From an optimization exercise on the open Yosys and OpenROAD flow, aimed at a short achievable clock period and few clock cycles per item; shortcuts taken in it are not production practice.
In this exercise RTL edits were held to simulation tests only and were not proved equivalent to the original.
No activity file was given, so power comes from the tool's default toggle rates.

==> v24 <==
==> flow/design.v (excerpt) <==
module pipelinedCpu #(
    parameter int DataWords = 256
) (
    input  logic               clk,
    input  logic               reset,
    input  cpuPkg::instrWord_t instr,
    output cpuPkg::data_t      instrAddr,
    output cpuPkg::wbResult_t  wb
);
clock: 6.0 ns
lec_check: 0
cap_margin: 40
core_margin: 2
core_utilization: 30
setup_slack_margin: 3.5
slew_margin: 40
run.sh (not shown) runs the stock make flow with config.mk's settings and CLKGATE_MAP_FILE= SYNTH_SCRIPT=/design/flow/synth_recipe.tcl, a recipe that flattens the netlist after the stock synthesis.
==> v20 (differences from v24) <==
--- a/flow/design.v
+++ b/flow/design.v
@@ -105,25 +105,25 @@
 );
     localparam logic [3:0] OpR = 4'd0, OpLoad = 4'd2, OpStore = 4'd3, OpJump = 4'd4,
                            OpAddi = 4'd8, OpBeq = 4'd9;
     localparam logic [2:0] AluAdd = 3'd0, AluSub = 3'd1, AluAnd = 3'd4, AluOr = 3'd5,
                            AluXor = 3'd6, AluSlt = 3'd7;
     logic [7:0] pc;
     logic [7:0] regs [1:7];
     logic [7:0] mem [DataWords];
-    logic       wrE, loadE, storeE, beqE;
+    logic       wrE, loadE, storeE, beqE, useImmE;
     logic [2:0] aluOpE;
     logic [2:0] rdE;
     logic [7:0] aE, bE, immE, targetE;
     logic       fAmE, fAwE, fBmE, fBwE;
     logic       wrM, loadM, storeM;
     logic [2:0] rdM;
-    logic [7:0] aluM, addrM, storeDataM;
-    logic [15:0] loM;
+    logic [7:0] aluM, storeDataM;
+    logic [15:0] loM, hiM;
     logic       wbValid;
     logic [2:0] wbIdx;
     logic [7:0] wbData;
     assign instrAddr = pc;
     assign wb = {wbValid, wbIdx, wbData};
     logic [3:0] op;
     logic [2:0] funct, rdF, rs1F, rs2F;
     logic [7:0] imm3x, off6x;
@@ -144,17 +144,17 @@
     assign isLoad  = (op == OpLoad);
     assign isStore = (op == OpStore);
     assign isBeq   = (op == OpBeq);
     assign isJump  = (op == OpJump);
     assign beqStatic = isBeq && (rs1F == rdF);
     assign beqDyn    = isBeq && (rs1F != rdF) && (instr[2:0] != 3'd1);
     assign wrF  = (rValid || isAddi || isLoad) && (rdF != 3'd0);
     assign useA = rValid || isAddi || isLoad || isStore || beqDyn;
-    assign useB = rValid || isStore || beqDyn;    
+    assign useB = rValid || isStore || beqDyn;
     assign srcB = isR ? rs2F : rdF;
     function automatic logic [7:0] readReg(input logic [2:0] idx, input logic [7:0] r1,
         input logic [7:0] r2, input logic [7:0] r3, input logic [7:0] r4,
         input logic [7:0] r5, input logic [7:0] r6, input logic [7:0] r7,
         input logic wv, input logic [2:0] wi, input logic [7:0] wd);
         if (idx == 3'd0) readReg = 8'd0;
         else if (wv && wi == idx) readReg = wd;
         else begin
@@ -177,31 +177,30 @@
     logic stall;
     assign stall = loadE && wrE &&
                    ((useA && rs1F == rdE) || (useB && srcB == rdE));
     logic fAm, fAw, fBm, fBw;
     assign fAm = useA && wrE && (rdE == rs1F);
     assign fAw = useA && !fAm && wrM && (rdM == rs1F);
     assign fBm = useB && wrE && (rdE == srcB);
     assign fBw = useB && !fBm && wrM && (rdM == srcB);
-    logic [7:0] bOpF;
-    assign bOpF = isR || isStore || isBeq ? bF : imm3x;
-    logic [7:0] srcAE, srcBE, aluE, addrE;
+    logic [7:0] srcAE, srcBE, opBE, aluE, addrE;
     logic       takenE;
     assign srcAE = fAmE ? aluM : fAwE ? wbData : aE;
     assign srcBE = fBmE ? aluM : fBwE ? wbData : bE;
-    assign addrE = srcAE + immE;    
+    assign opBE  = useImmE ? immE : srcBE;
+    assign addrE = srcAE + immE;
     always_comb begin
         case (aluOpE)
-            AluSub:  aluE = srcAE - srcBE;
-            AluAnd:  aluE = srcAE & srcBE;
-            AluOr:   aluE = srcAE | srcBE;
-            AluXor:  aluE = srcAE ^ srcBE;
-            AluSlt:  aluE = ($signed(srcAE) < $signed(srcBE)) ? 8'd1 : 8'd0;
-            default: aluE = srcAE + srcBE;
+            AluSub:  aluE = srcAE - opBE;
+            AluAnd:  aluE = srcAE & opBE;
+            AluOr:   aluE = srcAE | opBE;
+            AluXor:  aluE = srcAE ^ opBE;
+            AluSlt:  aluE = ($signed(srcAE) < $signed(opBE)) ? 8'd1 : 8'd0;
+            default: aluE = srcAE + opBE;
         endcase
     end
     assign takenE = beqE && (srcAE == srcBE);
     logic [7:0] pcNext;
     always_comb begin
         if (takenE)                  pcNext = targetE;
         else if (stall)              pcNext = pc;
         else if (isJump)             pcNext = pc + off6x;
@@ -223,20 +222,21 @@
         end else begin
             wrE <= issue && wrF;
             loadE <= issue && isLoad;
             storeE <= issue && isStore;
             beqE <= issue && beqDyn;
         end
     end
     always_ff @(posedge clk) begin
+        useImmE <= !isR;
         aluOpE <= isR ? funct : AluAdd;
         rdE <= rdF;
         aE <= aF;
-        bE <= bOpF;
+        bE <= bF;
         immE <= imm3x;
         targetE <= pc + imm3x;
         fAmE <= fAm;
         fAwE <= fAw;
         fBmE <= fBm;
         fBwE <= fBw;
     end
     always_ff @(posedge clk or posedge reset) begin
@@ -248,25 +248,25 @@
             wrM <= wrE;
             loadM <= loadE;
             storeM <= storeE;
         end
     end
     always_ff @(posedge clk) begin
         rdM <= rdE;
         aluM <= aluE;
-        addrM <= addrE;
         storeDataM <= srcBE;
-        for (int k = 0; k < 16; k++) loM[k] <= (addrE[3:0] == 4'(k));
+        for (int k = 0; k < 16; k++) begin
+            loM[k] <= (addrE[3:0] == 4'(k));
+            hiM[k] <= (addrE[7:4] == 4'(k));
+        end
     end
     logic [7:0] rowData [16];
     logic [7:0] rdataM;
-    logic [15:0] hiM;
     always_comb begin
-        for (int j = 0; j < 16; j++) hiM[j] = (addrM[7:4] == 4'(j));
         for (int j = 0; j < 16; j++) begin
             rowData[j] = 8'd0;
             for (int k = 0; k < 16; k++) begin
                 rowData[j] = rowData[j] | (loM[k] ? mem[16 * j + k] : 8'd0);
             end
         end
         rdataM = 8'd0;
         for (int j = 0; j < 16; j++) begin
==> flow/config.mk (replaced) <==
export PLATFORM = sky130hd
export DESIGN_NAME = pipelinedCpu
export DESIGN_NICKNAME = pipelinedCpu
export VERILOG_FILES = /design/flow/design.v
export SDC_FILE = /design/flow/constraint.sdc
export NUM_CORES = 4
export LEC_CHECK = 0
export CAP_MARGIN = 20
export CORE_MARGIN = 2
export CORE_UTILIZATION = 60
export SETUP_SLACK_MARGIN = 3.6
export SLEW_MARGIN = 20
==> v11 (differences from v24) <==
--- a/flow/design.v
+++ b/flow/design.v
@@ -106,24 +106,30 @@
     localparam logic [3:0] OpR = 4'd0, OpLoad = 4'd2, OpStore = 4'd3, OpJump = 4'd4,
                            OpAddi = 4'd8, OpBeq = 4'd9;
     localparam logic [2:0] AluAdd = 3'd0, AluSub = 3'd1, AluAnd = 3'd4, AluOr = 3'd5,
                            AluXor = 3'd6, AluSlt = 3'd7;
     logic [7:0] pc;
     logic [7:0] regs [1:7];
     logic [7:0] mem [DataWords];
     logic       wrE, loadE, storeE, beqE;
-    logic [2:0] aluOpE;
+    logic       opAddE, opSubE, opAndE, opOrE, opXorE, opSltE;
+    logic [15:0] loE;
+    logic [7:0] baseLE, addrLE;
     logic [2:0] rdE;
     logic [7:0] aE, bE, immE, targetE;
-    logic       fAmE, fAwE, fBmE, fBwE;
+    logic       fAmE, fBmE;
     logic       wrM, loadM, storeM;
     logic [2:0] rdM;
     logic [7:0] aluM, addrM, storeDataM;
-    logic [15:0] loM;
+    logic [15:0] wloM;    
+    logic [7:0] rowM [16];
+    logic [15:0] hiM;
+    logic       stFwdM;
+    logic [7:0] stDataFwdM;
     logic       wbValid;
     logic [2:0] wbIdx;
     logic [7:0] wbData;
     assign instrAddr = pc;
     assign wb = {wbValid, wbIdx, wbData};
     logic [3:0] op;
     logic [2:0] funct, rdF, rs1F, rs2F;
     logic [7:0] imm3x, off6x;
@@ -164,47 +170,103 @@
                 3'd3: readReg = r3;
                 3'd4: readReg = r4;
                 3'd5: readReg = r5;
                 3'd6: readReg = r6;
                 default: readReg = r7;
             endcase
         end
     endfunction
-    logic [7:0] aF, bF;
-    assign aF = readReg(rs1F, regs[1], regs[2], regs[3], regs[4], regs[5], regs[6], regs[7],
+    logic [7:0] aR, bR, aF, bF;
+    assign aR = readReg(rs1F, regs[1], regs[2], regs[3], regs[4], regs[5], regs[6], regs[7],
                         wbValid, wbIdx, wbData);
-    assign bF = readReg(srcB, regs[1], regs[2], regs[3], regs[4], regs[5], regs[6], regs[7],
+    assign bR = readReg(srcB, regs[1], regs[2], regs[3], regs[4], regs[5], regs[6], regs[7],
                         wbValid, wbIdx, wbData);
+    logic [7:0] resultM;
+    assign aF = (wrM && rdM == rs1F) ? resultM : aR;
+    assign bF = (wrM && rdM == srcB) ? resultM : bR;
+    logic [7:0] baseF;
+    logic [15:0] loF;
+    logic       loadSlow;
+    assign baseF = (wrM && rdM == rs1F) ? aluM : aR;
+    always_comb begin
+        for (int k = 0; k < 16; k++) loF[k] = (baseF[3:0] == 4'(4'(k) - imm3x[3:0]));
+    end
+    assign loadSlow = isLoad && ((wrE && rdE == rs1F) || (loadM && wrM && rdM == rs1F));
     logic stall;
-    assign stall = loadE && wrE &&
-                   ((useA && rs1F == rdE) || (useB && srcB == rdE));
-    logic fAm, fAw, fBm, fBw;
+    assign stall = (loadE && wrE &&
+                    ((useA && rs1F == rdE) || (useB && srcB == rdE))) || loadSlow;
+    logic fAm, fBm;
     assign fAm = useA && wrE && (rdE == rs1F);
-    assign fAw = useA && !fAm && wrM && (rdM == rs1F);
     assign fBm = useB && wrE && (rdE == srcB);
-    assign fBw = useB && !fBm && wrM && (rdM == srcB);
     logic [7:0] bOpF;
     assign bOpF = isR || isStore || isBeq ? bF : imm3x;
     logic [7:0] srcAE, srcBE, aluE, addrE;
     logic       takenE;
-    assign srcAE = fAmE ? aluM : fAwE ? wbData : aE;
-    assign srcBE = fBmE ? aluM : fBwE ? wbData : bE;
-    assign addrE = srcAE + immE;    
+    assign srcAE = fAmE ? aluM : aE;
+    assign srcBE = fBmE ? aluM : bE;
+    assign addrE = addPrefix(srcAE, immE, 1'b0);    
+    function automatic logic [7:0] addPrefix(input logic [7:0] x, input logic [7:0] y,
+                                             input logic cin);
+        logic [7:0] p, g, gg, pp, gn, pn;
+        p = x ^ y;
+        g = x & y;
+        g[0] = g[0] | (p[0] & cin);
+        gg = g;
+        pp = p;
+        for (int d = 1; d < 8; d = d * 2) begin
+            gn = gg;
+            pn = pp;
+            for (int i = d; i < 8; i++) begin
+                gn[i] = gg[i] | (pp[i] & gg[i - d]);
+                pn[i] = pp[i] & pp[i - d];
+            end
+            gg = gn;
+            pp = pn;
+        end
+        addPrefix = p ^ {gg[6:0], cin};
+    endfunction
+    function automatic logic carry7(input logic [6:0] x, input logic [6:0] y);
+        logic [6:0] p, g, gg, pp, gn, pn;
+        p = x | y;
+        g = x & y;
+        g[0] = p[0];
+        gg = g;
+        pp = p;
+        for (int d = 1; d < 7; d = d * 2) begin
+            gn = gg;
+            pn = pp;
+            for (int i = d; i < 7; i++) begin
+                gn[i] = gg[i] | (pp[i] & gg[i - d]);
+                pn[i] = pp[i] & pp[i - d];
+            end
+            gg = gn;
+            pp = pn;
+        end
+        carry7 = gg[6];
+    endfunction
+    logic [7:0] sumE, diffE;
+    logic       ltE;
+    assign sumE = addPrefix(srcAE, srcBE, 1'b0);
+    assign diffE = addPrefix(srcAE, ~srcBE, 1'b1);
+    assign ltE = (srcAE[7] != srcBE[7]) ? srcAE[7] : !carry7(srcAE[6:0], ~srcBE[6:0]);
+    assign aluE = ({8{opAddE}} & sumE) | ({8{opSubE}} & diffE) | ({8{opAndE}} & (srcAE & srcBE))
+                | ({8{opOrE}} & (srcAE | srcBE)) | ({8{opXorE}} & (srcAE ^ srcBE))
+                | {7'd0, opSltE & ltE};
+    assign takenE = beqE && (srcAE == srcBE);
+    assign addrLE = addPrefix(baseLE, immE, 1'b0);
+    logic [7:0] rowE [16];
     always_comb begin
-        case (aluOpE)
-            AluSub:  aluE = srcAE - srcBE;
-            AluAnd:  aluE = srcAE & srcBE;
-            AluOr:   aluE = srcAE | srcBE;
-            AluXor:  aluE = srcAE ^ srcBE;
-            AluSlt:  aluE = ($signed(srcAE) < $signed(srcBE)) ? 8'd1 : 8'd0;
-            default: aluE = srcAE + srcBE;
-        endcase
+        for (int j = 0; j < 16; j++) begin
+            rowE[j] = 8'd0;
+            for (int k = 0; k < 16; k++) begin
+                rowE[j] = rowE[j] | (loE[k] ? mem[16 * j + k] : 8'd0);
+            end
+        end
     end
-    assign takenE = beqE && (srcAE == srcBE);
     logic [7:0] pcNext;
     always_comb begin
         if (takenE)                  pcNext = targetE;
         else if (stall)              pcNext = pc;
         else if (isJump)             pcNext = pc + off6x;
         else if (beqStatic)          pcNext = pc + imm3x;
         else                         pcNext = pc + 8'd1;
     end
@@ -223,77 +285,83 @@
         end else begin
             wrE <= issue && wrF;
             loadE <= issue && isLoad;
             storeE <= issue && isStore;
             beqE <= issue && beqDyn;
         end
     end
     always_ff @(posedge clk) begin
-        aluOpE <= isR ? funct : AluAdd;
+        opAddE <= !isR || funct == AluAdd;
+        opSubE <= isR && funct == AluSub;
+        opAndE <= isR && funct == AluAnd;
+        opOrE <= isR && funct == AluOr;
+        opXorE <= isR && funct == AluXor;
+        opSltE <= isR && funct == AluSlt;
+        baseLE <= baseF;
+        loE <= loF;
         rdE <= rdF;
         aE <= aF;
         bE <= bOpF;
         immE <= imm3x;
         targetE <= pc + imm3x;
         fAmE <= fAm;
-        fAwE <= fAw;
         fBmE <= fBm;
-        fBwE <= fBw;
     end
     always_ff @(posedge clk or posedge reset) begin
         if (reset) begin
             wrM <= 1'b0;
             loadM <= 1'b0;
             storeM <= 1'b0;
         end else begin
             wrM <= wrE;
             loadM <= loadE;
             storeM <= storeE;
         end
     end
     always_ff @(posedge clk) begin
         rdM <= rdE;
         aluM <= aluE;
         addrM <= addrE;
+        for (int k = 0; k < 16; k++) wloM[k] <= (addrE[3:0] == 4'(k));
         storeDataM <= srcBE;
-        for (int k = 0; k < 16; k++) loM[k] <= (addrE[3:0] == 4'(k));
+        for (int j = 0; j < 16; j++) rowM[j] <= rowE[j];
+        for (int j = 0; j < 16; j++) hiM[j] <= (addrLE[7:4] == 4'(j));
+        stFwdM <= storeM && (addrM == addrLE);
+        stDataFwdM <= storeDataM;
     end
-    logic [7:0] rowData [16];
     logic [7:0] rdataM;
-    logic [15:0] hiM;
     always_comb begin
-        for (int j = 0; j < 16; j++) hiM[j] = (addrM[7:4] == 4'(j));
-        for (int j = 0; j < 16; j++) begin
-            rowData[j] = 8'd0;
-            for (int k = 0; k < 16; k++) begin
-                rowData[j] = rowData[j] | (loM[k] ? mem[16 * j + k] : 8'd0);
-            end
-        end
         rdataM = 8'd0;
         for (int j = 0; j < 16; j++) begin
-            rdataM = rdataM | (hiM[j] ? rowData[j] : 8'd0);
+            rdataM = rdataM | (hiM[j] ? rowM[j] : 8'd0);
         end
+        if (stFwdM) rdataM = stDataFwdM;
+    end
+    assign resultM = loadM ? rdataM : aluM;
+    logic [15:0] whiM;
+    always_comb begin
+        for (int j = 0; j < 16; j++) whiM[j] = (addrM[7:4] == 4'(j));
     end
     always_ff @(posedge clk or posedge reset) begin
         if (reset) begin
             for (int i = 0; i < DataWords; i++) mem[i] <= 8'd0;
         end else begin
             for (int i = 0; i < DataWords; i++) begin
-                if (storeM && hiM[i / 16] && loM[i % 16]) mem[i] <= storeDataM;
+                if (storeM && whiM[i / 16] && wloM[i % 16]) mem[i] <= storeDataM;
             end
         end
     end
     always_ff @(posedge clk or posedge reset) begin
         if (reset) wbValid <= 1'b0;
         else       wbValid <= wrM;
     end
     always_ff @(posedge clk) begin
         wbIdx <= rdM;
-        wbData <= loadM ? rdataM : aluM;
+        wbData <= resultM;
     end
     always_ff @(posedge clk or posedge reset) begin
         if (reset) begin
             for (int i = 1; i < 8; i++) regs[i] <= 8'(i);
         end else if (wbValid) begin
             for (int i = 1; i < 8; i++) begin
                 if (wbIdx == 3'(i)) regs[i] <= wbData;
             end
==> results.txt <==
| item | v20 | v24 | v11 |
|---|---|---|---|
| Worst supply voltage drop on vdd | 0.000340 V | 0.000249 V | 0.000334 V |
| Post-Layout Inst Area | 0.113 sq mm | 0.116 sq mm | 0.120 sq mm |
| Switching power share of the total | 32.2% | 30.8% | 30.2% |
| Setup Buffers After CTS | 199 | 185 | 94 |
| End point of the critical path | wbData[6] | wbData[7] | instrAddr[0] |
| Power Clock | 0.0141 W | 0.0143 W | 0.0163 W |
| Run status | no timing/DRC/antenna violations | no timing/DRC/antenna violations | no timing/DRC/antenna violations |
| Length of routed met2 wiring | 148 mm | 151 mm | 155 mm |
| Highest clock rate | 0.334 GHz | 0.300 GHz | 0.369 GHz |
| Proportion of synthesized chip area in sequential cells | 56.7% | 56.6% | 57.4% |
| Finished Layout Cells | 9662 | 12000 | 12200 |
| Clock buffer and inverter area fraction after layout | 6.48% | 6.34% | 7.27% |
| First-pass GRT wire length | 467 mm | 489 mm | 496 mm |
| Worst Hold Endpoint | storeM | wbIdx[1] | stDataFwdM[2] |
| Fraction of area in multi-input gates | 36.9% | 36.1% | 35.3% |
| Sequential share of cell area | 48.9% | 47.3% | 49.0% |
| Post-synth top area share | 54.3% | 54.5% | 51.8% |
| Detailed-route vias per instance | 6.91 | 5.64 | 5.61 |
| Buffer depth of the longest clock path | 3 | 4 | 4 |
Testbench counts of v24, summed over its fixed seeds: cycles 126,236, instrs 118,231.
Testbench counts of v20, summed over its fixed seeds: cycles 126,236, instrs 118,231.
Testbench counts of v11, summed over its fixed seeds: cycles 127,269, instrs 118,231.

-- separate check: timing with driven ports --
In the flow no input, the clock included, has a driving cell. The finished layouts below were timed again as built, in two steps.
Step 1, drivers: a clkbuf_16 drives clk and a buf_2 each remaining input, both assumed.
Step 2, shift: input delay + t, output delay - t, t = (earliest + latest rising clock arrival at the registers) / 2. This alone moves slack from input paths to output paths.
a / b / c = no drivers / after step 1 / after step 2; a / b = the first two.
| run | shift t [ns] | setup slack, ns | cell pins on the clock port's net |
|---|---|---|---|
| v24 | 0.945 | 2.666 / 2.666 / 2.532 | 1 |
| v20 | 0.940 | 3.002 / 3.002 / 2.662 | 1 |
| v11 | 0.998 | 3.290 / 3.196 / 2.464 | 1 |
After both steps every run listed still meets setup and hold. The setup slack of v11, which loses most, moves by -0.094 ns with the drivers and by -0.826 ns with both steps.
